This is an optimization exercise on Yosys and OpenROAD, whose aim is small area, not a production implementation.
Where RTL was checked, it was by simulation tests only, not by an equivalence proof against the original.
No functional check of the RTL was part of runs 1 and 2.
Power is estimated from default activity; no workload was simulated.

## flow/design.v (module list and top-level ports; edited modules follow where they fit)
// module csr_aoi222: 3 lines
// module csr_aoi22: 3 lines
// module csr_nand2: 3 lines
// module csr_nand4: 3 lines
// module csr_and4: 3 lines
// module csr_hold: 3 lines
// module csr_read_mux: 600 lines
// module csr_unit: 294 lines
module csr_unit
#(
    parameter int PC_WIDTH = 39
) (
    input  logic                   clk,
    input  logic                   rst,
    input  logic                   csr_we_i,
    input  logic [11:0]              csr_waddr_i,
    input  logic [11:0]              csr_raddr_i,
    input  logic [63:0]              csr_wdata_i,
    input  logic                   excp_valid_i,
    input  logic [4:0] excp_cause_i,
    input  logic [63:0]              excp_tval_i,
    input  logic [PC_WIDTH-1:0]    excp_pc_i,
    input  logic                   mret_i,
    input  logic                   sret_i,
    input  logic                   commit_first_i,
    input  logic                   commit_second_i,
    output logic [63:0]              rdata_o,
    output logic                   readable_o,
    output logic                   writeable_o,
    output logic [PC_WIDTH-1:0]    redirect_pc_o,
    output logic [1:0]             priv_mode_o,
    output logic [63:0]              mstatus_o
);
  // ...
==> flow/flow/run.sh <==
#!/bin/bash
# Layout flow: the standard layout (standard.sh) with
#  - synthesis mapped by an area-oriented abc script (flow/synth.tcl, flow/abc_area.script);
#    registers are mapped exactly as in the standard synthesis (abc maps only logic)
#  - the port buffers made of sky130_fd_sc_hd__buf_1 instead of the default pick
#  - a clock tree of small clusters of clkbuf_4, without dummy loads
set -euo pipefail
F=$PWD/flow
export MY_ABC_SCRIPT=$F/abc_area.script
bash standard.sh SYNTH_SCRIPT=$F/synth.tcl \
  "BUFFER_PORTS_ARGS=-buffer_cell sky130_fd_sc_hd__buf_1" \
  "CTS_ARGS=-sink_clustering_enable -repair_clock_nets -buf_list sky130_fd_sc_hd__clkbuf_4 -sink_clustering_size 10 -sink_clustering_max_diameter 40 -dont_use_dummy_load" \
  finish > standard.log 2>&1
==> flow/flow/abc_area.script <==
&get -n
&st
&dch
&nf -a
&put
topo
stime -c
==> flow/flow/synth.tcl <==
# The standard flow's synthesis script (synth_recipe.tcl), with abc run on an area-oriented
# script (flow/abc_area.script) in place of ORFS's speed script.
proc synth {args} { yosys synth -nofsm -noshare {*}$args }
proc abc {args} {
  set i [lsearch -exact $args -script]
  if { $i >= 0 && [info exists ::env(MY_ABC_SCRIPT)] } {
    set args [lreplace $args [expr {$i+1}] [expr {$i+1}] $::env(MY_ABC_SCRIPT)]
  }
  yosys abc {*}$args
}
source $::env(SCRIPTS_DIR)/synth.tcl
# left out here: clear keep_hierarchy, flatten, clean up, hide names made inside functions, write 1_2_yosys.v
==> flow/standard.sh <==
#!/bin/bash
# synth_recipe.tcl (not shown) runs the flow's synth.tcl, then flattens the netlist and writes it again
# the make line also repeats each setting of config.mk as NAME=value (left out here)
make -C /OpenROAD-flow-scripts/flow DESIGN_CONFIG=/design/flow/config.mk WORK_HOME=/design/flow/orfs CLKGATE_MAP_FILE= SYNTH_SCRIPT=/design/flow/synth_recipe.tcl "${@:-finish}"
==> flow/config.mk <==
export PLATFORM = sky130hd
export DESIGN_NAME = csr_unit
export DESIGN_NICKNAME = csr_unit
export VERILOG_FILES = /design/flow/design.v
export SDC_FILE = /design/flow/constraint.sdc
export NUM_CORES = 4
export LEC_CHECK = 0
export CAP_MARGIN = 20
export CORE_MARGIN = 2
export CORE_UTILIZATION = 35
export SETUP_SLACK_MARGIN = 0.1
export SLEW_MARGIN = 20
export SYNTH_HIERARCHICAL = 1
export SYNTH_MINIMUM_KEEP_SIZE = 0
==> flow/constraint.sdc <==
create_clock -name core_clock -period 5.5 [get_ports {clk}]
set_input_delay 1.1000 -clock core_clock [delete_from_list [all_inputs] [get_ports {clk}]]
set_output_delay 1.1000 -clock core_clock [all_outputs]
set_load 0.01 [all_outputs]
==> flow_summary.yaml, run 1 <==
detailed_routing:
  dr_wl_met3_um: 12100
  wl_met1_um: 44400
  detail-route-antenna-nets: 0
  vias_per_cell: 6.58
  vias: 25200
  first_pass_iters: 9
cells_and_area:
  buf_share_pct: 6.73
  area.growth.synth_to_final_pct: 15.5
  final_util_pct: 40.7
  final_cells: 3831
  multi_input_area_sq_um: 12800
  clock_area_share_pct: 2.38
worst_setup_path:
  timing.rr.end: "mcycle[63]"
  cp_data_required_time_ps: 4400
  cp-end-kind: "primary output"
  crit_cells: 9
  cp.buffers_inverters: 3
  cp_slowest_cell: "nor3_4"
  r2r-start: "mcycle[0]"
synthesis:
  synth_common_cells: "626 x dfxtp_1, 532 x a22o_1, 272 x nand2_1"
  synth-main-ff-cell: "dfxtp_1"
  synth_cells: 2396
  yosys_register_bits: 626
  synth_compound_area_share_pct: 33.2
clocking:
  numCtsBuffers: 94
  htreeDepth: 3
  postCtsResizedCells: 0
power_and_ir_drop:
  seq_cell_power_uw: 4880
  maxPowerGroup: "sequential cells"
worst_hold_path:
  hold_start: "stvec[51]"
timing:
  setup_slack_ps: 523
  worstMarginPinSlew_ps: 1160
  post-route-period-util_pct: 90.5
global_routing:
  grtUsageTotal_pct: 28.2
  grt.busiest_layer: "met2"
floorplan:
  dieArea_sq_um: 75400
  ioPinCount: 375
outcome:
  status: "no timing/DRC/antenna violations"
==> module csr_unit, before the edit <==
module csr_unit
#(
    parameter int PC_WIDTH = 39
) (
    input  logic                   clk,
    input  logic                   rst,
    input  logic                   csr_we_i,
    input  logic [11:0]              csr_waddr_i,
    input  logic [11:0]              csr_raddr_i,
    input  logic [63:0]              csr_wdata_i,
    input  logic                   excp_valid_i,
    input  logic [4:0] excp_cause_i,
    input  logic [63:0]              excp_tval_i,
    input  logic [PC_WIDTH-1:0]    excp_pc_i,
    input  logic                   mret_i,
    input  logic                   sret_i,
    input  logic                   commit_first_i,
    input  logic                   commit_second_i,
    output logic [63:0]              rdata_o,
    output logic                   readable_o,
    output logic                   writeable_o,
    output logic [PC_WIDTH-1:0]    redirect_pc_o,
    output logic [1:0]             priv_mode_o,
    output logic [63:0]              mstatus_o
);
    logic [1:0]  cur_mode, mpp;
    logic        mie, mpie, sie, spie, spp, sum, mxr;
    logic [15:0] medeleg;
    logic [63:0] mtvec, stvec, mscratch, sscratch, mtval, stval, mcycle, minstret;
    logic        mtval_z;  
    logic [PC_WIDTH-1:1] mepc, sepc;
    logic [4:0]  mcause, scause;  
    logic [3:0] code;
    logic       deleg, mt, st, mr, sr, tc;
    assign code  = excp_cause_i[3:0];
    assign deleg = medeleg[code];
    assign mt    = excp_valid_i & ~deleg;
    assign st    = excp_valid_i & deleg;
    assign mr    = ~excp_valid_i & mret_i;
    assign sr    = ~excp_valid_i & ~mret_i & sret_i;
    assign tc    = (code == 4'd1) | (code == 4'd5) | (code == 4'd7) |
                   (code == 4'd12) | (code == 4'd13) | (code == 4'd15);
    logic wr;
    assign wr = csr_we_i & ~excp_valid_i;
    function automatic logic wa(input logic [11:0] a);
        wa = wr & (csr_waddr_i == a);
    endfunction
    logic w_mstatus, w_sstatus, w_medeleg, w_mtvec, w_stvec, w_mscratch, w_sscratch;
    logic w_mepc, w_sepc, w_mcause, w_scause, w_mtval, w_stval, w_mcycle, w_minstret;
    assign w_mstatus  = wa(12'h300);
    assign w_sstatus  = wa(12'h100);
    assign w_medeleg  = wa(12'h302);
    assign w_mtvec    = wa(12'h305);
    assign w_stvec    = wa(12'h105);
    assign w_mscratch = wa(12'h340);
    assign w_sscratch = wa(12'h140);
    assign w_mepc     = wa(12'h341);
    assign w_sepc     = wa(12'h141);
    assign w_mcause   = wa(12'h342);
    assign w_scause   = wa(12'h142);
    assign w_mtval    = wa(12'h343);
    assign w_stval    = wa(12'h143);
    assign w_mcycle   = wa(12'hb00);
    assign w_minstret = wa(12'hb02);
    logic m_w, m_t, m_p;
    assign m_w = ~rst & ~excp_valid_i;
    assign m_t = ~rst & excp_valid_i & tc;
    assign m_p = ~rst & excp_valid_i;
    logic [63:0]         xd;
    logic [PC_WIDTH-1:1] yd;
    logic [4:0]          zd;
    assign xd = (csr_wdata_i & {64{m_w}}) | (excp_tval_i & {64{m_t}});
    assign yd = (csr_wdata_i[PC_WIDTH-1:1] & {(PC_WIDTH-1){m_w}}) |
                (excp_pc_i[PC_WIDTH-1:1] & {(PC_WIDTH-1){m_p}});
    assign zd = ({csr_wdata_i[63], csr_wdata_i[3:0]} & {5{m_w}}) | (excp_cause_i & {5{m_p}});
    logic nrst;
    assign nrst = ~rst;
    logic s_medeleg, s_mtvec, s_stvec, s_mscratch, s_sscratch, s_mtval;
    logic t_medeleg, t_mtvec, t_stvec, t_mscratch, t_sscratch, t_mtval;
    assign s_medeleg  = w_medeleg  & nrst;
    assign s_mtvec    = w_mtvec    & nrst;
    assign s_stvec    = w_stvec    & nrst;
    assign s_mscratch = w_mscratch & nrst;
    assign s_sscratch = w_sscratch & nrst;
    assign s_mtval    = w_mtval    & nrst;
    assign t_medeleg  = ~(w_medeleg  | rst);
    assign t_mtvec    = ~(w_mtvec    | rst);
    assign t_stvec    = ~(w_stvec    | rst);
    assign t_mscratch = ~(w_mscratch | rst);
    assign t_sscratch = ~(w_sscratch | rst);
    assign t_mtval    = ~(w_mtval    | rst);
    logic e_stval, e_mepc, e_sepc, e_mcause, e_scause;
    assign e_stval  = w_stval  | st | rst;
    assign e_mepc   = w_mepc   | mt | rst;
    assign e_sepc   = w_sepc   | st | rst;
    assign e_mcause = w_mcause | mt | rst;
    assign e_scause = w_scause | st | rst;
    logic [15:0] medeleg_d;
    logic [63:0] mtvec_d, stvec_d, mscratch_d, sscratch_d, mtval_d, stval_d;
    logic [PC_WIDTH-1:1] mepc_d, sepc_d;
    logic [4:0]  mcause_d, scause_d;
    for (genvar i = 0; i < 64; i++) begin : g_hold64
        csr_hold u_mtvec    (.a(csr_wdata_i[i]), .s(s_mtvec),    .q(mtvec[i]),    .t(t_mtvec),    .y(mtvec_d[i]));
        csr_hold u_stvec    (.a(csr_wdata_i[i]), .s(s_stvec),    .q(stvec[i]),    .t(t_stvec),    .y(stvec_d[i]));
        csr_hold u_mscratch (.a(csr_wdata_i[i]), .s(s_mscratch), .q(mscratch[i]), .t(t_mscratch), .y(mscratch_d[i]));
        csr_hold u_sscratch (.a(csr_wdata_i[i]), .s(s_sscratch), .q(sscratch[i]), .t(t_sscratch), .y(sscratch_d[i]));
        csr_hold u_mtval    (.a(csr_wdata_i[i]), .s(s_mtval),    .q(mtval[i]),    .t(t_mtval),    .y(mtval_d[i]));
        csr_hold u_stval    (.a(xd[i]),          .s(e_stval),    .q(stval[i]),    .t(~e_stval),   .y(stval_d[i]));
    end
    for (genvar i = 0; i < 16; i++) begin : g_hold16
        csr_hold u_medeleg (.a(csr_wdata_i[i]), .s(s_medeleg), .q(medeleg[i]), .t(t_medeleg), .y(medeleg_d[i]));
    end
    for (genvar i = 1; i < PC_WIDTH; i++) begin : g_holdpc
        csr_hold u_mepc (.a(yd[i]), .s(e_mepc), .q(mepc[i]), .t(~e_mepc), .y(mepc_d[i]));
        csr_hold u_sepc (.a(yd[i]), .s(e_sepc), .q(sepc[i]), .t(~e_sepc), .y(sepc_d[i]));
    end
    for (genvar i = 0; i < 5; i++) begin : g_holdc
        csr_hold u_mcause (.a(zd[i]), .s(e_mcause), .q(mcause[i]), .t(~e_mcause), .y(mcause_d[i]));
        csr_hold u_scause (.a(zd[i]), .s(e_scause), .q(scause[i]), .t(~e_scause), .y(scause_d[i]));
    end
    always_ff @(posedge clk) begin
        medeleg  <= medeleg_d;
        mtvec    <= mtvec_d;
        stvec    <= stvec_d;
        mscratch <= mscratch_d;
        sscratch <= sscratch_d;
        mtval    <= mtval_d;
        stval    <= stval_d;
        mepc     <= mepc_d;
        sepc     <= sepc_d;
        mcause   <= mcause_d;
        scause   <= scause_d;
        if (w_mtval | rst)    mtval_z  <= 1'b0;
        else if (mt)          mtval_z  <= 1'b1;
    end
    logic [63:0] cyc_c, ins_c;
    logic [7:0]  cyc_g, ins_g, cyc_bc, ins_bc;
    logic        ins_c1;
    assign ins_c1 = (minstret[0] & commit_first_i) | (minstret[0] & commit_second_i) |
                    (commit_first_i & commit_second_i);
    always_comb begin
        for (int k = 0; k < 8; k++) begin
            cyc_g[k] = &mcycle[8*k +: 8];
            ins_g[k] = &minstret[8*k +: 8];
        end
        ins_g[0] = ins_c1 & (&minstret[7:1]);
        cyc_bc[0] = 1'b1;
        ins_bc[0] = 1'b0;
        for (int k = 1; k < 8; k++) begin
            cyc_bc[k] = cyc_bc[k-1] & cyc_g[k-1];
            ins_bc[k] = (k == 1) ? ins_g[0] : (ins_bc[k-1] & ins_g[k-1]);
        end
        for (int k = 0; k < 8; k++) begin
            cyc_c[8*k] = cyc_bc[k];
            for (int j = 1; j < 8; j++) cyc_c[8*k+j] = cyc_c[8*k+j-1] & mcycle[8*k+j-1];
        end
        ins_c[0] = commit_first_i ^ commit_second_i;
        ins_c[1] = ins_c1;
        for (int j = 2; j < 8; j++) ins_c[j] = ins_c[j-1] & minstret[j-1];
        for (int k = 1; k < 8; k++) begin
            ins_c[8*k] = ins_bc[k];
            for (int j = 1; j < 8; j++) ins_c[8*k+j] = ins_c[8*k+j-1] & minstret[8*k+j-1];
        end
    end
    always_ff @(posedge clk) begin
        if (w_mcycle | rst)   mcycle   <= xd;
        else                  mcycle   <= mcycle ^ cyc_c;
        if (w_minstret | rst) minstret <= xd;
        else                  minstret <= minstret ^ ins_c;
    end
    logic w_st;  
    assign w_st = w_mstatus | w_sstatus;
    always_ff @(posedge clk) begin
        if (rst) begin
            cur_mode <= 2'd3;
            mpp      <= 2'd3;
            mie      <= 1'b0;
            mpie     <= 1'b0;
            sie      <= 1'b0;
            spie     <= 1'b0;
            spp      <= 1'b0;
            sum      <= 1'b0;
            mxr      <= 1'b0;
        end else begin
            if (w_st) begin
                sum <= csr_wdata_i[18];
                mxr <= csr_wdata_i[19];
            end
            if (mt) begin
                mie  <= 1'b0;
                mpie <= mie;
                mpp  <= cur_mode;
            end else if (mr) begin
                mie  <= mpie;
                mpie <= 1'b1;
                mpp  <= 2'd0;
            end else if (w_mstatus) begin
                mie  <= csr_wdata_i[3];
                mpie <= csr_wdata_i[7];
                if (csr_wdata_i[12:11] != 2'd2) mpp <= csr_wdata_i[12:11];
            end
            if (st) begin
                sie  <= 1'b0;
                spie <= sie;
                spp  <= cur_mode[0];
            end else if (sr) begin
                sie  <= spie;
                spie <= 1'b1;
                spp  <= 1'b0;
            end else if (w_st) begin
                sie  <= csr_wdata_i[1];
                spie <= csr_wdata_i[5];
                spp  <= csr_wdata_i[8];
            end
            if (mt)      cur_mode <= 2'd3;
            else if (st) cur_mode <= 2'd1;
            else if (mr) cur_mode <= mpp;
            else if (sr) cur_mode <= {1'b0, spp};
        end
    end
    assign priv_mode_o = cur_mode;
    always_comb begin
        mstatus_o      = '0;
        mstatus_o[1]   = sie;
        mstatus_o[3]   = mie;
        mstatus_o[5]   = spie;
        mstatus_o[7]   = mpie;
        mstatus_o[8]   = spp;
        mstatus_o[12:11] = mpp;
        mstatus_o[18]  = sum;
        mstatus_o[19]  = mxr;
    end
    logic s_st, s_mt, s_mr, s_sr;
    assign s_st = excp_valid_i & deleg;
    assign s_mt = excp_valid_i & ~deleg;
    assign s_mr = ~excp_valid_i & mret_i;
    assign s_sr = ~excp_valid_i & ~mret_i;
    assign redirect_pc_o[0] = 1'b0;
    assign redirect_pc_o[1] = (s_mr & mepc[1]) | (s_sr & sepc[1]);
    for (genvar i = 2; i < PC_WIDTH; i++) begin : g_redir
        logic t0, t1;
        csr_aoi222 u_t0 (.a1(s_st), .a2(stvec[i]), .b1(s_mt), .b2(mtvec[i]),
                         .c1(s_mr), .c2(mepc[i]), .y(t0));
        csr_nand2  u_t1 (.a(s_sr), .b(sepc[i]), .y(t1));
        csr_nand2  u_o  (.a(t0), .b(t1), .y(redirect_pc_o[i]));
    end
    logic [11:0] ra;
    assign ra = csr_raddr_i;
    logic r_mstatus, r_sstatus, r_medeleg, r_mtvec, r_stvec, r_mscratch, r_sscratch;
    logic r_mepc, r_sepc, r_mcause, r_scause, r_mtval, r_stval, r_mcycle, r_cycle, r_minstret;
    assign r_mstatus  = ra == 12'h300;
    assign r_sstatus  = ra == 12'h100;
    assign r_medeleg  = ra == 12'h302;
    assign r_mtvec    = ra == 12'h305;
    assign r_stvec    = ra == 12'h105;
    assign r_mscratch = ra == 12'h340;
    assign r_sscratch = ra == 12'h140;
    assign r_mepc     = ra == 12'h341;
    assign r_sepc     = ra == 12'h141;
    assign r_mcause   = ra == 12'h342;
    assign r_scause   = ra == 12'h142;
    assign r_mtval    = ra == 12'h343;
    assign r_stval    = ra == 12'h143;
    assign r_mcycle   = ra == 12'hb00;
    assign r_cycle    = ra == 12'hc00;
    assign r_minstret = ra == 12'hb02;
    csr_read_mux u_read_mux (
        .r_mstatus  (r_mstatus),
        .r_st       (r_mstatus | r_sstatus),
        .r_medeleg  (r_medeleg),
        .r_mtvec    (r_mtvec),
        .r_stvec    (r_stvec),
        .r_mscratch (r_mscratch),
        .r_sscratch (r_sscratch),
        .r_mepc     (r_mepc),
        .r_sepc     (r_sepc),
        .r_mcause   (r_mcause),
        .r_scause   (r_scause),
        .r_mtval    (r_mtval & ~mtval_z),
        .r_stval    (r_stval),
        .r_cyc      (r_mcycle | r_cycle),
        .r_minstret (r_minstret),
        .mie(mie), .mpie(mpie), .sie(sie), .spie(spie), .spp(spp), .sum(sum), .mxr(mxr),
        .mpp(mpp), .medeleg(medeleg),
        .mtvec(mtvec), .stvec(stvec), .mscratch(mscratch), .sscratch(sscratch),
        .mtval(mtval), .stval(stval), .mcycle(mcycle), .minstret(minstret),
        .mepc(mepc), .sepc(sepc), .mcause(mcause), .scause(scause),
        .rdata_o(rdata_o)
    );
    assign readable_o = r_mstatus | r_sstatus | r_medeleg | r_mtvec | r_stvec | r_mscratch |
                        r_sscratch | r_mepc | r_sepc | r_mcause | r_scause | r_mtval |
                        r_stval | r_mcycle | r_cycle | r_minstret;
    assign writeable_o = readable_o & ~r_cycle;
endmodule
==> inputs of run 2 (changes only) <==
--- a/flow/design.v
+++ b/flow/design.v
@@ -77,2 +77,5 @@
 endmodule
+module csr_hold3 (input logic a, s, b, u, q, t, output logic y);
+    assign y = (a & s) | (b & u) | (q & t);
+endmodule
 module csr_read_mux (
@@ -742,10 +745,7 @@
     assign w_minstret = wa(12'hb02);
-    logic m_w, m_t, m_p;
+    logic m_w, m_p;
     assign m_w = ~rst & ~excp_valid_i;
-    assign m_t = ~rst & excp_valid_i & tc;
     assign m_p = ~rst & excp_valid_i;
-    logic [63:0]         xd;
     logic [PC_WIDTH-1:1] yd;
     logic [4:0]          zd;
-    assign xd = (csr_wdata_i & {64{m_w}}) | (excp_tval_i & {64{m_t}});
     assign yd = (csr_wdata_i[PC_WIDTH-1:1] & {(PC_WIDTH-1){m_w}}) |
@@ -769,4 +769,7 @@
     assign t_mtval    = ~(w_mtval    | rst);
-    logic e_stval, e_mepc, e_sepc, e_mcause, e_scause;
-    assign e_stval  = w_stval  | st | rst;
+    logic s_stval, l_stval, t_stval;
+    assign s_stval = w_stval & nrst;
+    assign l_stval = st & tc & nrst;
+    assign t_stval = ~(w_stval | st | rst);
+    logic e_mepc, e_sepc, e_mcause, e_scause;
     assign e_mepc   = w_mepc   | mt | rst;
@@ -785,3 +788,4 @@
         csr_hold u_mtval    (.a(csr_wdata_i[i]), .s(s_mtval),    .q(mtval[i]),    .t(t_mtval),    .y(mtval_d[i]));
-        csr_hold u_stval    (.a(xd[i]),          .s(e_stval),    .q(stval[i]),    .t(~e_stval),   .y(stval_d[i]));
+        csr_hold3 u_stval   (.a(csr_wdata_i[i]), .s(s_stval), .b(excp_tval_i[i]), .u(l_stval),
+                             .q(stval[i]), .t(t_stval), .y(stval_d[i]));
     end
@@ -842,7 +846,17 @@
     end
+    logic s_cyc, t_cyc, s_ins, t_ins;
+    assign s_cyc = w_mcycle & nrst;
+    assign t_cyc = ~(w_mcycle | rst);
+    assign s_ins = w_minstret & nrst;
+    assign t_ins = ~(w_minstret | rst);
+    logic [63:0] cyc_inc, ins_inc, mcycle_d, minstret_d;
+    assign cyc_inc = mcycle ^ cyc_c;
+    assign ins_inc = minstret ^ ins_c;
+    for (genvar i = 0; i < 64; i++) begin : g_cnt
+        csr_hold u_cyc (.a(csr_wdata_i[i]), .s(s_cyc), .q(cyc_inc[i]), .t(t_cyc), .y(mcycle_d[i]));
+        csr_hold u_ins (.a(csr_wdata_i[i]), .s(s_ins), .q(ins_inc[i]), .t(t_ins), .y(minstret_d[i]));
+    end
     always_ff @(posedge clk) begin
-        if (w_mcycle | rst)   mcycle   <= xd;
-        else                  mcycle   <= mcycle ^ cyc_c;
-        if (w_minstret | rst) minstret <= xd;
-        else                  minstret <= minstret ^ ins_c;
+        mcycle   <= mcycle_d;
+        minstret <= minstret_d;
     end
--- a/flow/flow/run.sh
+++ b/flow/flow/run.sh
@@ -6,2 +6,3 @@
 #  - a clock tree of small clusters of clkbuf_4, without dummy loads
+#  - the constant outputs left on the one tie cell synthesis gives them
 set -euo pipefail
@@ -12,2 +13,3 @@
   "CTS_ARGS=-sink_clustering_enable -repair_clock_nets -buf_list sky130_fd_sc_hd__clkbuf_4 -sink_clustering_size 10 -sink_clustering_max_diameter 40 -dont_use_dummy_load" \
+  SKIP_REPAIR_TIE_FANOUT=1 \
   finish > standard.log 2>&1
==> run 2 against run 1 <==
Compared with the run above: largest power group unchanged; sequential power fell by 4%; routed wire length is 4.4% lower; setup slack worse by 19 ps; still clean on timing, DRC and antenna; critical endpoint is now redirect_pc_o[28]; clock skew increased by 18 ps.
==> flow_summary.yaml, run 2 <==
outcome:
  status: "no timing/DRC/antenna violations"
global_routing:
  grtUsageTotal_pct: 27.4
  first_global_vias: 24200
  gr-total-overflow: 0
  grt_pass1_wl_um: 156000
  antenna_found_initial: 2
  grt_max_degree: 66
detailed_routing:
  vias_per_cell: 6.80
  detail-route-antenna-nets: 0
  route.detailed.drc: 0
  vias: 24300
  drtIter0Drc: 4004
  routedWlPerCell_um: 29.7
  first_pass_iters: 15
  finalWirelength_um: 106000
worst_setup_path:
  crit_arrival_ps: 3900
  cp_data_required_time_ps: 4400
  cp_slowest_cell: "mux4_2"
  r2r_cells: 18
  timing.rr.end: "minstret[62]"
  crit_path_frequent_cell: "buf_1"
  r2r-start: "minstret[0]"
  critPathLaunchType: "input port"
  crit_family: "buffers and inverters"
  cp-end-kind: "primary output"
  slowest_delay_ps: 570
  cp_cell_sequence: "buf_1 > mux4_2 > mux2_1 > o221ai_1 > clkinv_1 > buf_12 > a222oi_1 > nand2_1 > buf_1"
  cp.buffers_inverters: 4
  rrSetupSlack_ps: 1350
  critPathKind: "in -> out"
  critical_path.max_fanout: 40
synthesis:
  yosysSeqAreaShare_pct: 49.6
  yosys_warnings: 7
  synth-main-ff-cell: "dfxtp_1"
  synth_cells: 2210
  synth_most_common_cell: "dfxtp_1"
  yosys_register_bits: 626
  syn_avg_cell_area_sq_um: 11.4
  synth_area_leaders: "dfxtp_1 50%, a22o_1 21%, a222oi_1 12%, ha_1 5.4%, nand4_1 2.2%"
  async_flop_share_pct: 0
  synth_top_area_share_pct: 49.6
  yosys.area.top_type: "dfxtp_1"
  netlist_area_sq_um: 25300
  synth_common_cells: "626 x dfxtp_1, 595 x a22o_1, 302 x a222oi_1"
  synth_edf_count: 0
  synth_cell_types: 42
floorplan:
  die_x_um: 273
  die_h_um: 273
  ioPinCount: 375
  dieArea_sq_um: 74300
  core_sq_um: 71500
  rows: 98
  start_util_pct: 35.3
clocking:
  cts.clk_slew.worst_paths_ps: 100
  clkSinkCount: 626
  numCtsBuffers: 97
  clockBufferDepth: 3
  postCtsResizedCells: 0
  cts.hold.buffers_added: 0
  clock_latency_ps: 920
  cts_root_buf: "clkbuf_4"
  cts_setup_buffers: 0
  htreeDepth: 3
  cts_tree: "yes"
cells_and_area:
  seqCellArea_sq_um: 12500
  drive_gt1_share_pct: 7.83
  area.growth.synth_to_final_pct: 14.2
  nets: 2947
  final_cell_mix: "626 x dfxtp_1, 595 x a22o_1, 316 x buf_1, 302 x a222oi_1, 145 x nand2_1"
  fillCellCount: 6904
  final_cells: 3581
  final_common_cell: "dfxtp_1"
  multi_input_area_sq_um: 12300
worst_hold_path:
  min_path_cells: 3
  hold_start: "excp_tval_i[53]"
  min-delay-path-class: "in -> reg"
  min_to: "stval[53]"
timing:
  post-route-period-util_pct: 90.8
  skew_ps: 150
  finalHoldViolations: 0
  slew_headroom_pct: 19.2
  period_minus_slack_ps: 5000
  drv_slew: 0
  setup_violations: 0
  rsz0062_at_grt: "no"
  worstMarginPinSlew_ps: 1210
  fin_tns_setup_ps: 0
  fmax_mhz: 200
power_and_ir_drop:
  leakagePower_uw: 0.0111
  p_per_area_nw_per_um2: 267
  power_uw: 7700
  ir_worst_vdd_uv: 108
placed_design:
  place_inst: 3483
  io_buffers: 317
  place_hpwl_um: 65500
  place.gp.congestion: 0.874
job:
  drv_cap: 0
run 2: per-module statistics from Yosys (local to each module, per instance), a selection:
module	flops+latches	cells inside	area, sq um	times used
csr_hold3	0	2	13.8	64
csr_unit	626	1095	16200	1
csr_nand2	0	1	3.75	123
csr_nand4	0	1	6.26	61
csr_aoi22	0	1	7.51	12
csr_hold	0	1	8.76	550
run 2: worst reg2reg max path, cell delays in order (launching register included):
cell and delay (ps):
dfxtp_1 370, clkinv_1 100, fa_1 500, nand4b_1 260, nor4_1 290, buf_4 190, nand3_1 130, or3_1 480
nor3_1 210, buf_4 160, and2_0 120, ha_1 180, ha_1 160, ha_1 140, ha_1 160, ha_1 150
ha_1 140, ha_1 220, a22o_1 190
run 2: cells by family after synthesis:
family	share of synthesized area [%]
muxes	0.401
other	0.0148
DFF	49.6
buffers and inverters	3.14
AOI/OAI and AO/OA	33.8
and+or+nand+nor	6.94
xor gates and xnor gates	0.555
adders and majority gates	5.53
run 2: how the worst max path moves through the flow:
stage / from / end / slack (ps) / cells past startpoint
2_1_floorplan: excp_valid_i / mscratch[0] / -120 / 4
3_3_place_gp: commit_first_i / minstret[63] / 410 / 20
3_5_place_dp: commit_first_i / minstret[62] / 400 / 19
4_1_cts: excp_cause_i[0] / redirect_pc_o[27] / 530 / 9
5_1_grt: excp_cause_i[0] / redirect_pc_o[30] / 350 / 9
6_report: excp_cause_i[0] / redirect_pc_o[28] / 500 / 9
run 2: metrics by stage:
stage / setup slack (ps) / utilization, % / hold slack (ps) / instance area [sq um]
global route: 351 / 40.4 / 347 / 28900
floorplan: -123 / - / 441 / 25400
detailed placement: 400 / 39.3 / 454 / 28100
CTS: 535 / 40.4 / 294 / 28900
global placement: 414 / 39.3 / 454 / 28100
finish: 504 / 40.4 / 386 / 28900
run 2: power breakdown:
part           switching (uW)  internal [uW]
clock                    1580            803
combinational             449            173
sequential               81.6           4610
total                    2110           5590
run 2: layout make-up:
class	count	share of cell area, %
antenna	1	0.00867
clock buffer	97	2.52
sequential	626	43.4
tap	950	4.12
multi-input combinational	1436	42.5
timing repair buffer	386	6.36
inverter	85	1.11
run 2: per-layer routing:
metal  vias to the layer above  track usage (%)  wire, um
met4                         2             12.0      3900
li1                      10300                -         -
met3                       260             6.88     12200
met5                         -                0         7
met2                      1754             43.9     48300
met1                     12000             35.0     41800
==> inputs of run 3 (changes only) <==
--- a/flow/design.v
+++ b/flow/design.v
@@ -74,8 +74,2 @@
 endmodule
-module csr_hold (input logic a, s, q, t, output logic y);
-    assign y = (a & s) | (q & t);
-endmodule
-module csr_hold3 (input logic a, s, b, u, q, t, output logic y);
-    assign y = (a & s) | (b & u) | (q & t);
-endmodule
 module csr_read_mux (
@@ -745,7 +739,10 @@
     assign w_minstret = wa(12'hb02);
-    logic m_w, m_p;
+    logic m_w, m_t, m_p;
     assign m_w = ~rst & ~excp_valid_i;
+    assign m_t = ~rst & excp_valid_i & tc;
     assign m_p = ~rst & excp_valid_i;
+    logic [63:0]         xd;
     logic [PC_WIDTH-1:1] yd;
     logic [4:0]          zd;
+    assign xd = (csr_wdata_i & {64{m_w}}) | (excp_tval_i & {64{m_t}});
     assign yd = (csr_wdata_i[PC_WIDTH-1:1] & {(PC_WIDTH-1){m_w}}) |
@@ -753,63 +750,14 @@
     assign zd = ({csr_wdata_i[63], csr_wdata_i[3:0]} & {5{m_w}}) | (excp_cause_i & {5{m_p}});
-    logic nrst;
-    assign nrst = ~rst;
-    logic s_medeleg, s_mtvec, s_stvec, s_mscratch, s_sscratch, s_mtval;
-    logic t_medeleg, t_mtvec, t_stvec, t_mscratch, t_sscratch, t_mtval;
-    assign s_medeleg  = w_medeleg  & nrst;
-    assign s_mtvec    = w_mtvec    & nrst;
-    assign s_stvec    = w_stvec    & nrst;
-    assign s_mscratch = w_mscratch & nrst;
-    assign s_sscratch = w_sscratch & nrst;
-    assign s_mtval    = w_mtval    & nrst;
-    assign t_medeleg  = ~(w_medeleg  | rst);
-    assign t_mtvec    = ~(w_mtvec    | rst);
-    assign t_stvec    = ~(w_stvec    | rst);
-    assign t_mscratch = ~(w_mscratch | rst);
-    assign t_sscratch = ~(w_sscratch | rst);
-    assign t_mtval    = ~(w_mtval    | rst);
-    logic s_stval, l_stval, t_stval;
-    assign s_stval = w_stval & nrst;
-    assign l_stval = st & tc & nrst;
-    assign t_stval = ~(w_stval | st | rst);
-    logic e_mepc, e_sepc, e_mcause, e_scause;
-    assign e_mepc   = w_mepc   | mt | rst;
-    assign e_sepc   = w_sepc   | st | rst;
-    assign e_mcause = w_mcause | mt | rst;
-    assign e_scause = w_scause | st | rst;
-    logic [15:0] medeleg_d;
-    logic [63:0] mtvec_d, stvec_d, mscratch_d, sscratch_d, mtval_d, stval_d;
-    logic [PC_WIDTH-1:1] mepc_d, sepc_d;
-    logic [4:0]  mcause_d, scause_d;
-    for (genvar i = 0; i < 64; i++) begin : g_hold64
-        csr_hold u_mtvec    (.a(csr_wdata_i[i]), .s(s_mtvec),    .q(mtvec[i]),    .t(t_mtvec),    .y(mtvec_d[i]));
-        csr_hold u_stvec    (.a(csr_wdata_i[i]), .s(s_stvec),    .q(stvec[i]),    .t(t_stvec),    .y(stvec_d[i]));
-        csr_hold u_mscratch (.a(csr_wdata_i[i]), .s(s_mscratch), .q(mscratch[i]), .t(t_mscratch), .y(mscratch_d[i]));
-        csr_hold u_sscratch (.a(csr_wdata_i[i]), .s(s_sscratch), .q(sscratch[i]), .t(t_sscratch), .y(sscratch_d[i]));
-        csr_hold u_mtval    (.a(csr_wdata_i[i]), .s(s_mtval),    .q(mtval[i]),    .t(t_mtval),    .y(mtval_d[i]));
-        csr_hold3 u_stval   (.a(csr_wdata_i[i]), .s(s_stval), .b(excp_tval_i[i]), .u(l_stval),
-                             .q(stval[i]), .t(t_stval), .y(stval_d[i]));
-    end
-    for (genvar i = 0; i < 16; i++) begin : g_hold16
-        csr_hold u_medeleg (.a(csr_wdata_i[i]), .s(s_medeleg), .q(medeleg[i]), .t(t_medeleg), .y(medeleg_d[i]));
-    end
-    for (genvar i = 1; i < PC_WIDTH; i++) begin : g_holdpc
-        csr_hold u_mepc (.a(yd[i]), .s(e_mepc), .q(mepc[i]), .t(~e_mepc), .y(mepc_d[i]));
-        csr_hold u_sepc (.a(yd[i]), .s(e_sepc), .q(sepc[i]), .t(~e_sepc), .y(sepc_d[i]));
-    end
-    for (genvar i = 0; i < 5; i++) begin : g_holdc
-        csr_hold u_mcause (.a(zd[i]), .s(e_mcause), .q(mcause[i]), .t(~e_mcause), .y(mcause_d[i]));
-        csr_hold u_scause (.a(zd[i]), .s(e_scause), .q(scause[i]), .t(~e_scause), .y(scause_d[i]));
-    end
     always_ff @(posedge clk) begin
-        medeleg  <= medeleg_d;
-        mtvec    <= mtvec_d;
-        stvec    <= stvec_d;
-        mscratch <= mscratch_d;
-        sscratch <= sscratch_d;
-        mtval    <= mtval_d;
-        stval    <= stval_d;
-        mepc     <= mepc_d;
-        sepc     <= sepc_d;
-        mcause   <= mcause_d;
-        scause   <= scause_d;
+        if (w_medeleg  | rst) medeleg  <= xd[15:0];
+        if (w_mtvec    | rst) mtvec    <= xd;
+        if (w_stvec    | rst) stvec    <= xd;
+        if (w_mscratch | rst) mscratch <= xd;
+        if (w_sscratch | rst) sscratch <= xd;
+        if (w_mtval    | rst) mtval    <= xd;
+        if (w_stval | st | rst) stval  <= xd;
+        if (w_mepc | mt | rst)  mepc   <= yd;
+        if (w_sepc | st | rst)  sepc   <= yd;
+        if (w_mcause | mt | rst) mcause <= zd;
+        if (w_scause | st | rst) scause <= zd;
         if (w_mtval | rst)    mtval_z  <= 1'b0;
@@ -846,17 +794,7 @@
     end
-    logic s_cyc, t_cyc, s_ins, t_ins;
-    assign s_cyc = w_mcycle & nrst;
-    assign t_cyc = ~(w_mcycle | rst);
-    assign s_ins = w_minstret & nrst;
-    assign t_ins = ~(w_minstret | rst);
-    logic [63:0] cyc_inc, ins_inc, mcycle_d, minstret_d;
-    assign cyc_inc = mcycle ^ cyc_c;
-    assign ins_inc = minstret ^ ins_c;
-    for (genvar i = 0; i < 64; i++) begin : g_cnt
-        csr_hold u_cyc (.a(csr_wdata_i[i]), .s(s_cyc), .q(cyc_inc[i]), .t(t_cyc), .y(mcycle_d[i]));
-        csr_hold u_ins (.a(csr_wdata_i[i]), .s(s_ins), .q(ins_inc[i]), .t(t_ins), .y(minstret_d[i]));
-    end
     always_ff @(posedge clk) begin
-        mcycle   <= mcycle_d;
-        minstret <= minstret_d;
+        if (w_mcycle | rst)   mcycle   <= xd;
+        else                  mcycle   <= mcycle ^ cyc_c;
+        if (w_minstret | rst) minstret <= xd;
+        else                  minstret <= minstret ^ ins_c;
     end
--- a/flow/flow/run.sh
+++ b/flow/flow/run.sh
@@ -4,5 +4,5 @@
 #    registers are mapped exactly as in the standard synthesis (abc maps only logic)
+#  - the read mux's small gate modules kept through abc, so each maps to one cell
 #  - the port buffers made of sky130_fd_sc_hd__buf_1 instead of the default pick
 #  - a clock tree of small clusters of clkbuf_4, without dummy loads
-#  - the constant outputs left on the one tie cell synthesis gives them
 set -euo pipefail
@@ -11,5 +11,5 @@
 bash standard.sh SYNTH_SCRIPT=$F/synth.tcl \
+  "SYNTH_KEEP_MODULES=csr_aoi222 csr_aoi22 csr_nand2 csr_nand4 csr_and4" \
   "BUFFER_PORTS_ARGS=-buffer_cell sky130_fd_sc_hd__buf_1" \
   "CTS_ARGS=-sink_clustering_enable -repair_clock_nets -buf_list sky130_fd_sc_hd__clkbuf_4 -sink_clustering_size 10 -sink_clustering_max_diameter 40 -dont_use_dummy_load" \
-  SKIP_REPAIR_TIE_FANOUT=1 \
   finish > standard.log 2>&1
--- a/flow/config.mk
+++ b/flow/config.mk
@@ -12,3 +12 @@
 export SLEW_MARGIN = 20
-export SYNTH_HIERARCHICAL = 1
-export SYNTH_MINIMUM_KEEP_SIZE = 0
==> run 3 against run 2 <==
Compared with the run above: still clean on timing, DRC and antenna; utilization barely moved; critical path depth unchanged; final area is 3.7% higher; sequential share of layout area is 15 points higher; combinational power is 38% higher; worst hold slack improved by 130 ps; setup slack got worse by 35 ps; sequential power is 23% higher; via count fell by 18%; routed wire length shrank 16%; first-iteration DRC count is 30% lower; critical endpoint is now redirect_pc_o[4]; largest cell class unchanged; largest power group unchanged; highest routed layer is now met4.
==> flow_summary.yaml, run 3 <==
synthesis:
  netlist_area_sq_um: 26100
  syn_avg_cell_area_sq_um: 13.9
  synth_cells: 1882
  synth-main-ff-cell: "edfxtp_1"
  yosys_register_bits: 626
  synth_top_area_share_pct: 55.8
  synth_common_cells: "486 x edfxtp_1, 274 x nand2_1, 238 x a222oi_1"
  synth_cell_types: 43
  synth_area_leaders: "edfxtp_1 56%, dfxtp_1 11%, a222oi_1 9.1%, ha_1 5.3%, nand2_1 3.9%"
  yosys.area.top_type: "edfxtp_1"
  yosys_warnings: 1
  synth_most_common_cell: "edfxtp_1"
  async_flop_share_pct: 0
  synth_edf_count: 486
  yosysSeqAreaShare_pct: 66.5
clocking:
  clkSinkCount: 626
  clock_latency_ps: 880
  htreeDepth: 3
  numCtsBuffers: 86
  cts.clk_slew.worst_paths_ps: 100
  clockBufferDepth: 3
  cts_setup_buffers: 0
  cts_root_buf: "clkbuf_4"
  cts_tree: "yes"
detailed_routing:
  finalWirelength_um: 89600
  first_pass_iters: 10
  routedWlPerCell_um: 27.0
  vias: 19900
  vias_per_cell: 6.01
  drtIter0Drc: 2818
  detail-route-antenna-nets: 0
  route.detailed.drc: 0
timing:
  post-route-period-util_pct: 91.5
  skew_ps: 85.5
  setup_slack_ps: 469
  setup_violations: 0
  drv_slew: 0
  fmax_mhz: 199
  rsz0062_at_grt: "no"
  finalHoldViolations: 0
  period_minus_slack_ps: 5030
  slew_headroom_pct: 25.1
  worstMarginPinSlew_ps: 1120
power_and_ir_drop:
  ir_worst_vdd_uv: 149
  power_uw: 8790
  p_per_area_nw_per_um2: 294
  leakagePower_uw: 0.0106
cells_and_area:
  fillCellCount: 7125
  final_cell_area_sq_um: 29900
  final_common_cell: "edfxtp_1"
  area.growth.synth_to_final_pct: 14.5
  drive_gt1_share_pct: 7.97
  nets: 2663
  multi_input_area_sq_um: 8440
  final_cell_mix: "486 x edfxtp_1, 316 x buf_1, 274 x nand2_1, 238 x a222oi_1, 140 x dfxtp_1"
  seqCellArea_sq_um: 17400
worst_hold_path:
  min_path_cells: 3
  min_to: "mxr"
  min-delay-path-class: "in -> reg"
  hold_start: "csr_wdata_i[19]"
floorplan:
  start_util_pct: 35.2
  rows: 100
  ioPinCount: 375
  dieArea_sq_um: 76900
  core_sq_um: 74200
  die_x_um: 277
  die_h_um: 277
worst_setup_path:
  critPathLaunchType: "input port"
  cp_data_required_time_ps: 4400
  critical_path.max_fanout: 26
  timing.rr.end: "mcycle[63]"
  rrSetupSlack_ps: 1340
  r2r-start: "mcycle[0]"
  crit_arrival_ps: 3930
  cp-end-kind: "primary output"
  r2r_cells: 16
  critPathKind: "in -> out"
placed_design:
  placed_area_sq_um: 29300
  place.gp.congestion: 0.818
  place_hpwl_um: 57700
  pre_cts_slack_ps: 262
  io_buffers: 317
global_routing:
  gr-total-overflow: 0
  antenna_found_initial: 1
  grt_pass1_wl_um: 129000
  first_global_vias: 19900
  grt_max_degree: 129
  grtUsageTotal_pct: 22.7
job:
  drv_cap: 0
outcome:
  status: "no timing/DRC/antenna violations"
[run 3: cell count changes after synthesis, moves of 64 or more]
cell and delta:
nand2_1 +129, a222oi_1 -64, o21ai_0 +133, dfxtp_1 -486, edfxtp_1 +486, a22o_1 -549
[run 3: cell families (layout without fill, tap and decap cells)]
kind of cell	after synthesis	count (layout)	share of synthesized area (%)
and+or+nand+nor	453	453	7.93
DFF	626	626	66.5
adders and majority gates	111	111	5.34
muxes	5	5	0.431
AOI/OAI and AO/OA	528	528	16.3
other	1	57	0.0143
buffers and inverters	142	551	2.94
xor gates and xnor gates	16	16	0.536
[run 3: through the flow]
| stage | utilization, % | cells | TNS (ps) | hold slack (ps) |
|---|---|---|---|---|
| finish | 40.4 | 3316 | 0 | 513 |
| global route | 40.4 | 3316 | 0 | 461 |
| CTS | 40.3 | 3314 | 0 | 431 |
| detailed placement | 39.4 | 3228 | 0 | 485 |
| global placement | 39.4 | 3228 | 0 | 479 |
| floorplan | - | 1937 | -230690 | 431 |
[run 3: area by class of cell]
cell class,instances,share of cell area [%]
Sequential cell,626,58.1
Multi-Input combinational cell,1169,28.2
Timing Repair Buffer,386,6.49
Tap cell,969,4.05
Clock buffer,86,2.16
Inverter,79,0.990
Antenna cell,1,0.00836
[run 3: worst max path at each step]
stage / from / end / slack (ps) / cells after the start
after global placement: excp_cause_i[0] / redirect_pc_o[5] / 270 / 9
after detailed placement: excp_cause_i[0] / redirect_pc_o[5] / 260 / 9
after global routing: excp_cause_i[0] / redirect_pc_o[5] / 230 / 9
after CTS: excp_cause_i[0] / redirect_pc_o[5] / 270 / 9
final: excp_cause_i[0] / redirect_pc_o[4] / 470 / 9
after floorplan: csr_waddr_i[7] / mscratch[0] / -1310 / 3
[run 3: critical path, stage by stage]
cell and delay [ps]:
clkbuf_2 260, mux4_2 570, mux4_2 540, nand2_1 190
clkinv_1 110, buf_4 300, a222oi_1 400, nand2_1 240
buf_1 190
[run 3: modules after synthesis, one instance, submodules excluded]
module | cells inside | flip-flops and latches | copies in the design
csr_aoi22 | 1 | 0 | 12
csr_aoi222 | 1 | 0 | 238
csr_nand2 | 1 | 0 | 123
csr_and4 | 1 | 0 | 3
csr_unit | 1445 | 626 | 1
csr_nand4 | 1 | 0 | 61
[run 3: report_power, final]
| group | internal, uW | switching [uW] | total [uW] |
|---|---|---|---|
| registers | 5550 | 203 | 5760 |
| clock network | 716 | 1460 | 2180 |
| logic | 244 | 616 | 859 |
| total | 6510 | 2280 | 8790 |
[run 3: what timing repair did]
item,CTS,global route
resized for setup,0,1
setup endpoints to repair,0,5
hold buffers,0,0
hold endpoints to repair,0,0
[run 3: routing by layer]
layer | routed length [um] | global-route usage [%] | vias up
met1 | 35000 | 28.7 | 9910
li1 | - | - | 8709
met3 | 7950 | 4.39 | 178
met4 | 3050 | 8.85 | 0
met2 | 43500 | 38.4 | 1145
met5 | 0 | 0 | -
==> inputs of run 4 (changes only) <==
--- a/flow/design.v
+++ b/flow/design.v
@@ -74,2 +74,11 @@
 endmodule
+module csr_and2 (input logic a, b, output logic y);
+    assign y = a & b;
+endmodule
+module csr_hold (input logic a, s, q, t, output logic y);
+    assign y = (a & s) | (q & t);
+endmodule
+module csr_hold3 (input logic a, s, b, u, q, t, output logic y);
+    assign y = (a & s) | (b & u) | (q & t);
+endmodule
 module csr_read_mux (
@@ -739,10 +748,7 @@
     assign w_minstret = wa(12'hb02);
-    logic m_w, m_t, m_p;
-    assign m_w = ~rst & ~excp_valid_i;
-    assign m_t = ~rst & excp_valid_i & tc;
-    assign m_p = ~rst & excp_valid_i;
-    logic [63:0]         xd;
+    logic m_w, m_p;
+    csr_and2 u_m_w (.a(~excp_valid_i), .b(~rst), .y(m_w));
+    csr_and2 u_m_p (.a(excp_valid_i),  .b(~rst), .y(m_p));
     logic [PC_WIDTH-1:1] yd;
     logic [4:0]          zd;
-    assign xd = (csr_wdata_i & {64{m_w}}) | (excp_tval_i & {64{m_t}});
     assign yd = (csr_wdata_i[PC_WIDTH-1:1] & {(PC_WIDTH-1){m_w}}) |
@@ -750,14 +756,66 @@
     assign zd = ({csr_wdata_i[63], csr_wdata_i[3:0]} & {5{m_w}}) | (excp_cause_i & {5{m_p}});
+    logic nrst;
+    assign nrst = ~rst;
+    logic s_medeleg, s_mtvec, s_stvec, s_mscratch, s_sscratch, s_mtval;
+    logic t_medeleg, t_mtvec, t_stvec, t_mscratch, t_sscratch, t_mtval;
+    assign s_medeleg  = w_medeleg  & nrst;
+    csr_and2 u_s_mtvec (.a(w_mtvec), .b(nrst), .y(s_mtvec));
+    csr_and2 u_s_stvec (.a(w_stvec), .b(nrst), .y(s_stvec));
+    csr_and2 u_s_mscratch (.a(w_mscratch), .b(nrst), .y(s_mscratch));
+    csr_and2 u_s_sscratch (.a(w_sscratch), .b(nrst), .y(s_sscratch));
+    csr_and2 u_s_mtval (.a(w_mtval), .b(nrst), .y(s_mtval));
+    assign t_medeleg  = ~(w_medeleg  | rst);
+    csr_and2 u_t_mtvec (.a(~w_mtvec), .b(nrst), .y(t_mtvec));
+    csr_and2 u_t_stvec (.a(~w_stvec), .b(nrst), .y(t_stvec));
+    csr_and2 u_t_mscratch (.a(~w_mscratch), .b(nrst), .y(t_mscratch));
+    csr_and2 u_t_sscratch (.a(~w_sscratch), .b(nrst), .y(t_sscratch));
+    csr_and2 u_t_mtval (.a(~w_mtval), .b(nrst), .y(t_mtval));
+    logic s_stval, l_stval, t_stval;
+    csr_and2 u_s_stval (.a(w_stval),         .b(nrst), .y(s_stval));
+    csr_and2 u_l_stval (.a(st & tc),         .b(nrst), .y(l_stval));
+    csr_and2 u_t_stval (.a(~(w_stval | st)), .b(nrst), .y(t_stval));
+    logic s_mepc, t_mepc, s_sepc, t_sepc;
+    csr_and2 u_s_mepc (.a(w_mepc | mt),    .b(nrst), .y(s_mepc));
+    csr_and2 u_t_mepc (.a(~(w_mepc | mt)), .b(nrst), .y(t_mepc));
+    csr_and2 u_s_sepc (.a(w_sepc | st),    .b(nrst), .y(s_sepc));
+    csr_and2 u_t_sepc (.a(~(w_sepc | st)), .b(nrst), .y(t_sepc));
+    logic e_mcause, e_scause;
+    assign e_mcause = w_mcause | mt | rst;
+    assign e_scause = w_scause | st | rst;
+    logic [15:0] medeleg_d;
+    logic [63:0] mtvec_d, stvec_d, mscratch_d, sscratch_d, mtval_d, stval_d;
+    logic [PC_WIDTH-1:1] mepc_d, sepc_d;
+    logic [4:0]  mcause_d, scause_d;
+    for (genvar i = 0; i < 64; i++) begin : g_hold64
+        csr_hold u_mtvec    (.a(csr_wdata_i[i]), .s(s_mtvec),    .q(mtvec[i]),    .t(t_mtvec),    .y(mtvec_d[i]));
+        csr_hold u_stvec    (.a(csr_wdata_i[i]), .s(s_stvec),    .q(stvec[i]),    .t(t_stvec),    .y(stvec_d[i]));
+        csr_hold u_mscratch (.a(csr_wdata_i[i]), .s(s_mscratch), .q(mscratch[i]), .t(t_mscratch), .y(mscratch_d[i]));
+        csr_hold u_sscratch (.a(csr_wdata_i[i]), .s(s_sscratch), .q(sscratch[i]), .t(t_sscratch), .y(sscratch_d[i]));
+        csr_hold u_mtval    (.a(csr_wdata_i[i]), .s(s_mtval),    .q(mtval[i]),    .t(t_mtval),    .y(mtval_d[i]));
+        csr_hold3 u_stval   (.a(csr_wdata_i[i]), .s(s_stval), .b(excp_tval_i[i]), .u(l_stval),
+                             .q(stval[i]), .t(t_stval), .y(stval_d[i]));
+    end
+    for (genvar i = 0; i < 16; i++) begin : g_hold16
+        csr_hold u_medeleg (.a(csr_wdata_i[i]), .s(s_medeleg), .q(medeleg[i]), .t(t_medeleg), .y(medeleg_d[i]));
+    end
+    for (genvar i = 1; i < PC_WIDTH; i++) begin : g_holdpc
+        csr_hold u_mepc (.a(yd[i]), .s(s_mepc), .q(mepc[i]), .t(t_mepc), .y(mepc_d[i]));
+        csr_hold u_sepc (.a(yd[i]), .s(s_sepc), .q(sepc[i]), .t(t_sepc), .y(sepc_d[i]));
+    end
+    for (genvar i = 0; i < 5; i++) begin : g_holdc
+        csr_hold u_mcause (.a(zd[i]), .s(e_mcause), .q(mcause[i]), .t(~e_mcause), .y(mcause_d[i]));
+        csr_hold u_scause (.a(zd[i]), .s(e_scause), .q(scause[i]), .t(~e_scause), .y(scause_d[i]));
+    end
     always_ff @(posedge clk) begin
-        if (w_medeleg  | rst) medeleg  <= xd[15:0];
-        if (w_mtvec    | rst) mtvec    <= xd;
-        if (w_stvec    | rst) stvec    <= xd;
-        if (w_mscratch | rst) mscratch <= xd;
-        if (w_sscratch | rst) sscratch <= xd;
-        if (w_mtval    | rst) mtval    <= xd;
-        if (w_stval | st | rst) stval  <= xd;
-        if (w_mepc | mt | rst)  mepc   <= yd;
-        if (w_sepc | st | rst)  sepc   <= yd;
-        if (w_mcause | mt | rst) mcause <= zd;
-        if (w_scause | st | rst) scause <= zd;
+        medeleg  <= medeleg_d;
+        mtvec    <= mtvec_d;
+        stvec    <= stvec_d;
+        mscratch <= mscratch_d;
+        sscratch <= sscratch_d;
+        mtval    <= mtval_d;
+        stval    <= stval_d;
+        mepc     <= mepc_d;
+        sepc     <= sepc_d;
+        mcause   <= mcause_d;
+        scause   <= scause_d;
         if (w_mtval | rst)    mtval_z  <= 1'b0;
@@ -794,7 +852,17 @@
     end
+    logic s_cyc, t_cyc, s_ins, t_ins;
+    csr_and2 u_s_cyc (.a(w_mcycle),    .b(nrst), .y(s_cyc));
+    csr_and2 u_t_cyc (.a(~w_mcycle),   .b(nrst), .y(t_cyc));
+    csr_and2 u_s_ins (.a(w_minstret),  .b(nrst), .y(s_ins));
+    csr_and2 u_t_ins (.a(~w_minstret), .b(nrst), .y(t_ins));
+    logic [63:0] cyc_inc, ins_inc, mcycle_d, minstret_d;
+    assign cyc_inc = mcycle ^ cyc_c;
+    assign ins_inc = minstret ^ ins_c;
+    for (genvar i = 0; i < 64; i++) begin : g_cnt
+        csr_hold u_cyc (.a(csr_wdata_i[i]), .s(s_cyc), .q(cyc_inc[i]), .t(t_cyc), .y(mcycle_d[i]));
+        csr_hold u_ins (.a(csr_wdata_i[i]), .s(s_ins), .q(ins_inc[i]), .t(t_ins), .y(minstret_d[i]));
+    end
     always_ff @(posedge clk) begin
-        if (w_mcycle | rst)   mcycle   <= xd;
-        else                  mcycle   <= mcycle ^ cyc_c;
-        if (w_minstret | rst) minstret <= xd;
-        else                  minstret <= minstret ^ ins_c;
+        mcycle   <= mcycle_d;
+        minstret <= minstret_d;
     end
@@ -863,6 +931,6 @@
     logic s_st, s_mt, s_mr, s_sr;
-    assign s_st = excp_valid_i & deleg;
-    assign s_mt = excp_valid_i & ~deleg;
-    assign s_mr = ~excp_valid_i & mret_i;
-    assign s_sr = ~excp_valid_i & ~mret_i;
+    csr_and2 u_s_st (.a(excp_valid_i),  .b(deleg),   .y(s_st));
+    csr_and2 u_s_mt (.a(excp_valid_i),  .b(~deleg),  .y(s_mt));
+    csr_and2 u_s_mr (.a(~excp_valid_i), .b(mret_i),  .y(s_mr));
+    csr_and2 u_s_sr (.a(~excp_valid_i), .b(~mret_i), .y(s_sr));
     assign redirect_pc_o[0] = 1'b0;
@@ -878,20 +946,33 @@
     assign ra = csr_raddr_i;
-    logic r_mstatus, r_sstatus, r_medeleg, r_mtvec, r_stvec, r_mscratch, r_sscratch;
-    logic r_mepc, r_sepc, r_mcause, r_scause, r_mtval, r_stval, r_mcycle, r_cycle, r_minstret;
-    assign r_mstatus  = ra == 12'h300;
-    assign r_sstatus  = ra == 12'h100;
-    assign r_medeleg  = ra == 12'h302;
-    assign r_mtvec    = ra == 12'h305;
-    assign r_stvec    = ra == 12'h105;
-    assign r_mscratch = ra == 12'h340;
-    assign r_sscratch = ra == 12'h140;
-    assign r_mepc     = ra == 12'h341;
-    assign r_sepc     = ra == 12'h141;
-    assign r_mcause   = ra == 12'h342;
-    assign r_scause   = ra == 12'h142;
-    assign r_mtval    = ra == 12'h343;
-    assign r_stval    = ra == 12'h143;
-    assign r_mcycle   = ra == 12'hb00;
-    assign r_cycle    = ra == 12'hc00;
-    assign r_minstret = ra == 12'hb02;
+    logic h3, h1, hb, hc, l00, l02, l05, l40, l41, l42, l43;
+    assign h3  = ra[11:8] == 4'h3;
+    assign h1  = ra[11:8] == 4'h1;
+    assign hb  = ra[11:8] == 4'hb;
+    assign hc  = ra[11:8] == 4'hc;
+    assign l00 = ra[7:0] == 8'h00;
+    assign l02 = ra[7:0] == 8'h02;
+    assign l05 = ra[7:0] == 8'h05;
+    assign l40 = ra[7:0] == 8'h40;
+    assign l41 = ra[7:0] == 8'h41;
+    assign l42 = ra[7:0] == 8'h42;
+    assign l43 = ra[7:0] == 8'h43;
+    logic r_mstatus, r_sstatus, r_medeleg, r_mcause, r_scause, r_cycle;
+    assign r_mstatus = h3 & l00;
+    assign r_sstatus = h1 & l00;
+    assign r_medeleg = h3 & l02;
+    assign r_mcause  = h3 & l42;
+    assign r_scause  = h1 & l42;
+    assign r_cycle   = hc & l00;
+    logic r_mtvec, r_stvec, r_mscratch, r_sscratch, r_mepc, r_sepc;
+    logic r_mtval_v, r_stval, r_cyc, r_minstret;
+    csr_and2 u_r_mtvec    (.a(h3),       .b(l05),             .y(r_mtvec));
+    csr_and2 u_r_stvec    (.a(h1),       .b(l05),             .y(r_stvec));
+    csr_and2 u_r_mscratch (.a(h3),       .b(l40),             .y(r_mscratch));
+    csr_and2 u_r_sscratch (.a(h1),       .b(l40),             .y(r_sscratch));
+    csr_and2 u_r_mepc     (.a(h3),       .b(l41),             .y(r_mepc));
+    csr_and2 u_r_sepc     (.a(h1),       .b(l41),             .y(r_sepc));
+    csr_and2 u_r_mtval    (.a(h3),       .b(l43 & ~mtval_z),  .y(r_mtval_v));
+    csr_and2 u_r_stval    (.a(h1),       .b(l43),             .y(r_stval));
+    csr_and2 u_r_cyc      (.a(hb | hc),  .b(l00),             .y(r_cyc));
+    csr_and2 u_r_minstret (.a(hb),       .b(l02),             .y(r_minstret));
     csr_read_mux u_read_mux (
@@ -908,5 +989,5 @@
         .r_scause   (r_scause),
-        .r_mtval    (r_mtval & ~mtval_z),
+        .r_mtval    (r_mtval_v),
         .r_stval    (r_stval),
-        .r_cyc      (r_mcycle | r_cycle),
+        .r_cyc      (r_cyc),
         .r_minstret (r_minstret),
@@ -919,5 +1000,4 @@
     );
-    assign readable_o = r_mstatus | r_sstatus | r_medeleg | r_mtvec | r_stvec | r_mscratch |
-                        r_sscratch | r_mepc | r_sepc | r_mcause | r_scause | r_mtval |
-                        r_stval | r_mcycle | r_cycle | r_minstret;
+    assign readable_o  = ((h3 | h1) & (l00 | l05 | l40 | l41 | l42 | l43)) |
+                         (h3 & l02) | ((hb | hc) & l00) | (hb & l02);
     assign writeable_o = readable_o & ~r_cycle;
==> flow/flow/run.sh (replaced) <==
#!/bin/bash
# Layout flow: the standard layout (standard.sh) with
#  - synthesis mapped by an area-oriented abc script (flow/synth.tcl, flow/abc_area.script);
#    registers are mapped exactly as in the standard synthesis (abc maps only logic)
#  - the port buffers made of sky130_fd_sc_hd__buf_1 instead of the default pick
#  - a clock tree of small clusters of clkbuf_4, without dummy loads
#  - the constant outputs left on the one tie cell synthesis gives them
set -euo pipefail
F=$PWD/flow
export MY_ABC_SCRIPT=$F/abc_area.script
bash standard.sh SYNTH_SCRIPT=$F/synth.tcl \
  "BUFFER_PORTS_ARGS=-buffer_cell sky130_fd_sc_hd__buf_1" \
  "CTS_ARGS=-sink_clustering_enable -repair_clock_nets -buf_list sky130_fd_sc_hd__clkbuf_4 -sink_clustering_size 10 -sink_clustering_max_diameter 40 -dont_use_dummy_load" \
  SKIP_REPAIR_TIE_FANOUT=1 \
  finish > standard.log 2>&1
--- a/flow/flow/synth.tcl
+++ b/flow/flow/synth.tcl
@@ -1,3 +1,4 @@
 # The standard flow's synthesis script (synth_recipe.tcl), with abc run on an area-oriented
-# script (flow/abc_area.script) in place of ORFS's speed script.
+# script (flow/abc_area.script) in place of ORFS's speed script, and the
+# high-fanout control drivers sized up.
 proc synth {args} { yosys synth -nofsm -noshare {*}$args }
@@ -11,2 +12,7 @@
 source $::env(SCRIPTS_DIR)/synth.tcl
+# abc maps csr_and2, the driver of each high-fanout control, to the weakest and2;
+# give it and2_4, which drives a whole 64-bit register's load/hold gates.
+yosys select -assert-count 1 csr_and2/t:*
+yosys select -assert-count 1 csr_and2/t:sky130_fd_sc_hd__and2_*
+yosys chtype -set sky130_fd_sc_hd__and2_4 csr_and2/t:sky130_fd_sc_hd__and2_*
 # left out here: clear keep_hierarchy, flatten, clean up, hide names made inside functions, write 1_2_yosys.v
--- a/flow/config.mk
+++ b/flow/config.mk
@@ -12 +12,3 @@
 export SLEW_MARGIN = 20
+export SYNTH_HIERARCHICAL = 1
+export SYNTH_MINIMUM_KEEP_SIZE = 0
==> run 4 against run 3 <==
Compared with the run above: flip-flop and latch count stayed put; highest routed layer is now met5; still clean on timing, DRC and antenna; critical path depth stayed put; sequential share of layout area is 14 points lower; clock-buffer cell count is 6 higher.
==> flow_summary.yaml, run 4 <==
global_routing:
  gr-total-overflow: 0
  antenna_found_initial: 5
  first_global_vias: 23900
  grtUsageTotal_pct: 27.0
  grt_max_degree: 65
  grt_pass1_wl_um: 155000
clocking:
  cts_tree: "yes"
  cts.hold.buffers_added: 0
  clock_latency_ps: 950
  clockBufferDepth: 3
  clkSinkCount: 626
  cts.clk_slew.worst_paths_ps: 80
  htreeDepth: 3
  numCtsBuffers: 92
  cts_root_buf: "clkbuf_4"
  cts_setup_buffers: 0
  postCtsResizedCells: 0
worst_setup_path:
  crit_family: "compound AO/OA/AOI/OAI gates"
  cp.buffers_inverters: 3
  crit_path_frequent_cell: "buf_1"
  critPathKind: "in -> out"
  cp_cell_sequence: "buf_1 > mux4_2 > o21ai_0 > o22a_1 > clkinv_1 > and2_4 > a222oi_1 > nand2_1 > buf_1"
  timing.rr.end: "minstret[63]"
  critPathLaunchType: "input port"
  crit_arrival_ps: 3900
  crit_cells: 9
  cp_data_required_time_ps: 4400
  cp_slowest_cell: "mux4_2"
  cp-end-kind: "primary output"
  r2r-start: "minstret[0]"
  critical_path.max_fanout: 37
  r2r_cells: 16
  rrSetupSlack_ps: 1350
  slowest_delay_ps: 590
floorplan:
  die_h_um: 274
  rows: 99
  start_util_pct: 35.2
  core_sq_um: 72700
  die_x_um: 274
  dieArea_sq_um: 75300
  ioPinCount: 375
worst_hold_path:
  min-delay-path-class: "in -> reg"
  min_path_cells: 3
  min_to: "stval[63]"
  hold_start: "excp_tval_i[63]"
detailed_routing:
  drtIter0Drc: 4012
  routedWlPerCell_um: 29.6
  first_pass_iters: 10
  finalWirelength_um: 106000
  route.detailed.drc: 0
  vias: 24200
  vias_per_cell: 6.80
  detail-route-antenna-nets: 0
power_and_ir_drop:
  p_per_area_nw_per_um2: 261
  ir_worst_vdd_uv: 106
  leakagePower_uw: 0.0109
placed_design:
  placed_area_sq_um: 27800
  place_hpwl_um: 62200
  io_buffers: 317
  place.gp.congestion: 0.846
timing:
  skew_ps: 138
  drv_slew: 0
  post-route-period-util_pct: 90.9
  fmax_mhz: 200
  finalHoldViolations: 0
  period_minus_slack_ps: 5000
  setup_violations: 0
  rsz0062_at_grt: "no"
  slew_headroom_pct: 21.0
  worstMarginPinSlew_ps: 1190
  fin_tns_setup_ps: 0
cells_and_area:
  nets: 2922
  area.growth.synth_to_final_pct: 11.3
  seqCellArea_sq_um: 12500
  final_util_pct: 39.2
  final_cell_area_sq_um: 28500
  drive_gt1_share_pct: 6.22
  final_common_cell: "dfxtp_1"
  final_cell_mix: "625 x dfxtp_1, 594 x a22o_1, 317 x buf_1, 302 x a222oi_1, 142 x nand2_1"
  fillCellCount: 7139
  multi_input_area_sq_um: 12200
synthesis:
  yosys_area_sq_um: 25500
  syn_avg_cell_area_sq_um: 11.5
  synth_common_cells: "626 x dfxtp_1, 594 x a22o_1, 302 x a222oi_1"
  yosys_warnings: 7
  yosys.area.top_type: "dfxtp_1"
  netlist_area_sq_um: 25600
  synth_area_leaders: "dfxtp_1 49%, a22o_1 20%, a222oi_1 12%, ha_1 5.4%, nand4_1 2.2%"
  synth_cell_types: 50
  synth_top_area_share_pct: 49.1
  synth_most_common_cell: "dfxtp_1"
  async_flop_share_pct: 0
  synth_edf_count: 0
  synth-main-ff-cell: "dfxtp_1"
  synth_cells: 2232
  yosys_register_bits: 626
  yosysSeqAreaShare_pct: 49.1
outcome:
  status: "no timing/DRC/antenna violations"
job:
  drv_cap: 0
## run 4: cell types whose count changed after synthesis, sizes merged, moves of 7 or more
cell and delta:
a222oi +64, a22o +548, a22oi -64, and2 +40
and3 +7, clkinv +15, dfxtp +486, edfxtp -486
nand2 -132, nor2 -9, nor3 +9, o21ai -134
## run 4: cells by family after synthesis
logic type	share of synthesized area, %
buffers and inverters	3.24
flip-flops	49.1
AO/OA/AOI/OAI	33.6
other	0.0147
XOR/XNOR	0.549
adder cells (fa/ha/maj)	5.48
multiplexers	0.594
AND/OR/NAND/NOR	7.37
## run 4: area by class of cell
type / count / area share (%)
sequential: 626 / 44.0
multi-input combinational: 1449 / 43.0
timing repair buffer: 344 / 5.11
tap: 959 / 4.21
clock buffer: 92 / 2.42
inverter: 94 / 1.24
antenna: 4 / 0.0351
## run 4: through the flow
stage	setup WS (ps)	hold WS [ps]	power (uW)	std cells
floorplan	1410	420	4930	2232
global placement	426	451	5180	3472
detailed placement	468	453	5190	3472
CTS	554	291	7470	3564
global route	320	337	7680	3567
finish	501	387	7430	3568
## run 4: Yosys stat by module, one instance, submodules excluded, a selection
module | cells inside | flip-flops and latches | area, sq um
csr_aoi22 | 1 | 0 | 7.51
csr_aoi222 | 1 | 0 | 10.0
csr_and4 | 1 | 0 | 8.76
csr_nand4 | 1 | 0 | 6.26
csr_unit | 1080 | 626 | 16200
csr_nand2 | 1 | 0 | 3.75
csr_hold | 1 | 0 | 8.76
csr_and2 | 1 | 0 | 6.26
csr_hold3 | 2 | 0 | 13.8
## run 4: worst max-delay path by stage
| stage | from | endpoint | slack, ps |
|---|---|---|---|
| final | excp_cause_i[0] | redirect_pc_o[24] | 500 |
| after global routing | excp_cause_i[0] | redirect_pc_o[25] | 320 |
| after CTS | excp_cause_i[0] | redirect_pc_o[24] | 550 |
| after detailed placement | commit_first_i | minstret[63] | 470 |
| after global placement | commit_first_i | minstret[63] | 430 |
| after floorplan | commit_first_i | minstret[62] | 1410 |
## run 4: worst min-delay path, stage by stage
cell      delay (ps)
buf_1             80
a222oi_1          70
clkinv_1          40
## run 4: report_power, final
group | switching [uW] | leakage [uW] | internal (uW)
Combinational | 378 | 0.00547 | 116
Clock | 1570 | 0.000423 | 763
Sequential | 38.0 | 0.00505 | 4570
## run 4: per-layer routing
metal  track usage (%)  wire [um]
met1              34.9      42100
met2              42.7      47500
met3              5.67      11300
met4              13.3       4800
met5                 0         11

## what the ideal ports hide
The flow's constraints put no driver on any port. The routed layouts listed below were extracted and timed again, unchanged, in two steps.
Step 1: set_driving_cell puts a clkbuf_16 on clk and a buf_2 on each other input, an assumption about the parent block.
Step 2 moves the port delays by t, midway between the first and last clock arrival at a register: inputs arrive t later, outputs are due t later. That takes back most of the time a late clock gives input paths.
Slacks: ideal ports / drivers / drivers and shift; pairs: ideal ports / drivers.
run | t (ns) | setup slack, ns | worst hold slack (ns) | worst setup path at the end | worst slew at a driven data input, ns
run 1 | 0.912 | 0.523 / 0.495 / 0.412 | 0.471 / 0.471 / 0.471 | input to register | 0.15
run 2 | 0.908 | 0.504 / 0.475 / 0.421 | 0.386 / 0.355 / 0.473 | input to register | 0.06
run 3 | 0.879 | 0.469 / 0.436 / 0.436 | 0.513 / 0.479 / 0.523 | input to output | 0.05
run 4 | 0.938 | 0.501 / 0.449 / 0.449 | 0.387 / 0.354 / 0.468 | input to output | 0.14
After both steps every run listed still meets setup and hold. For run 1, which loses most, drivers alone change the setup slack by -0.028 ns; drivers and shift together by -0.111 ns.
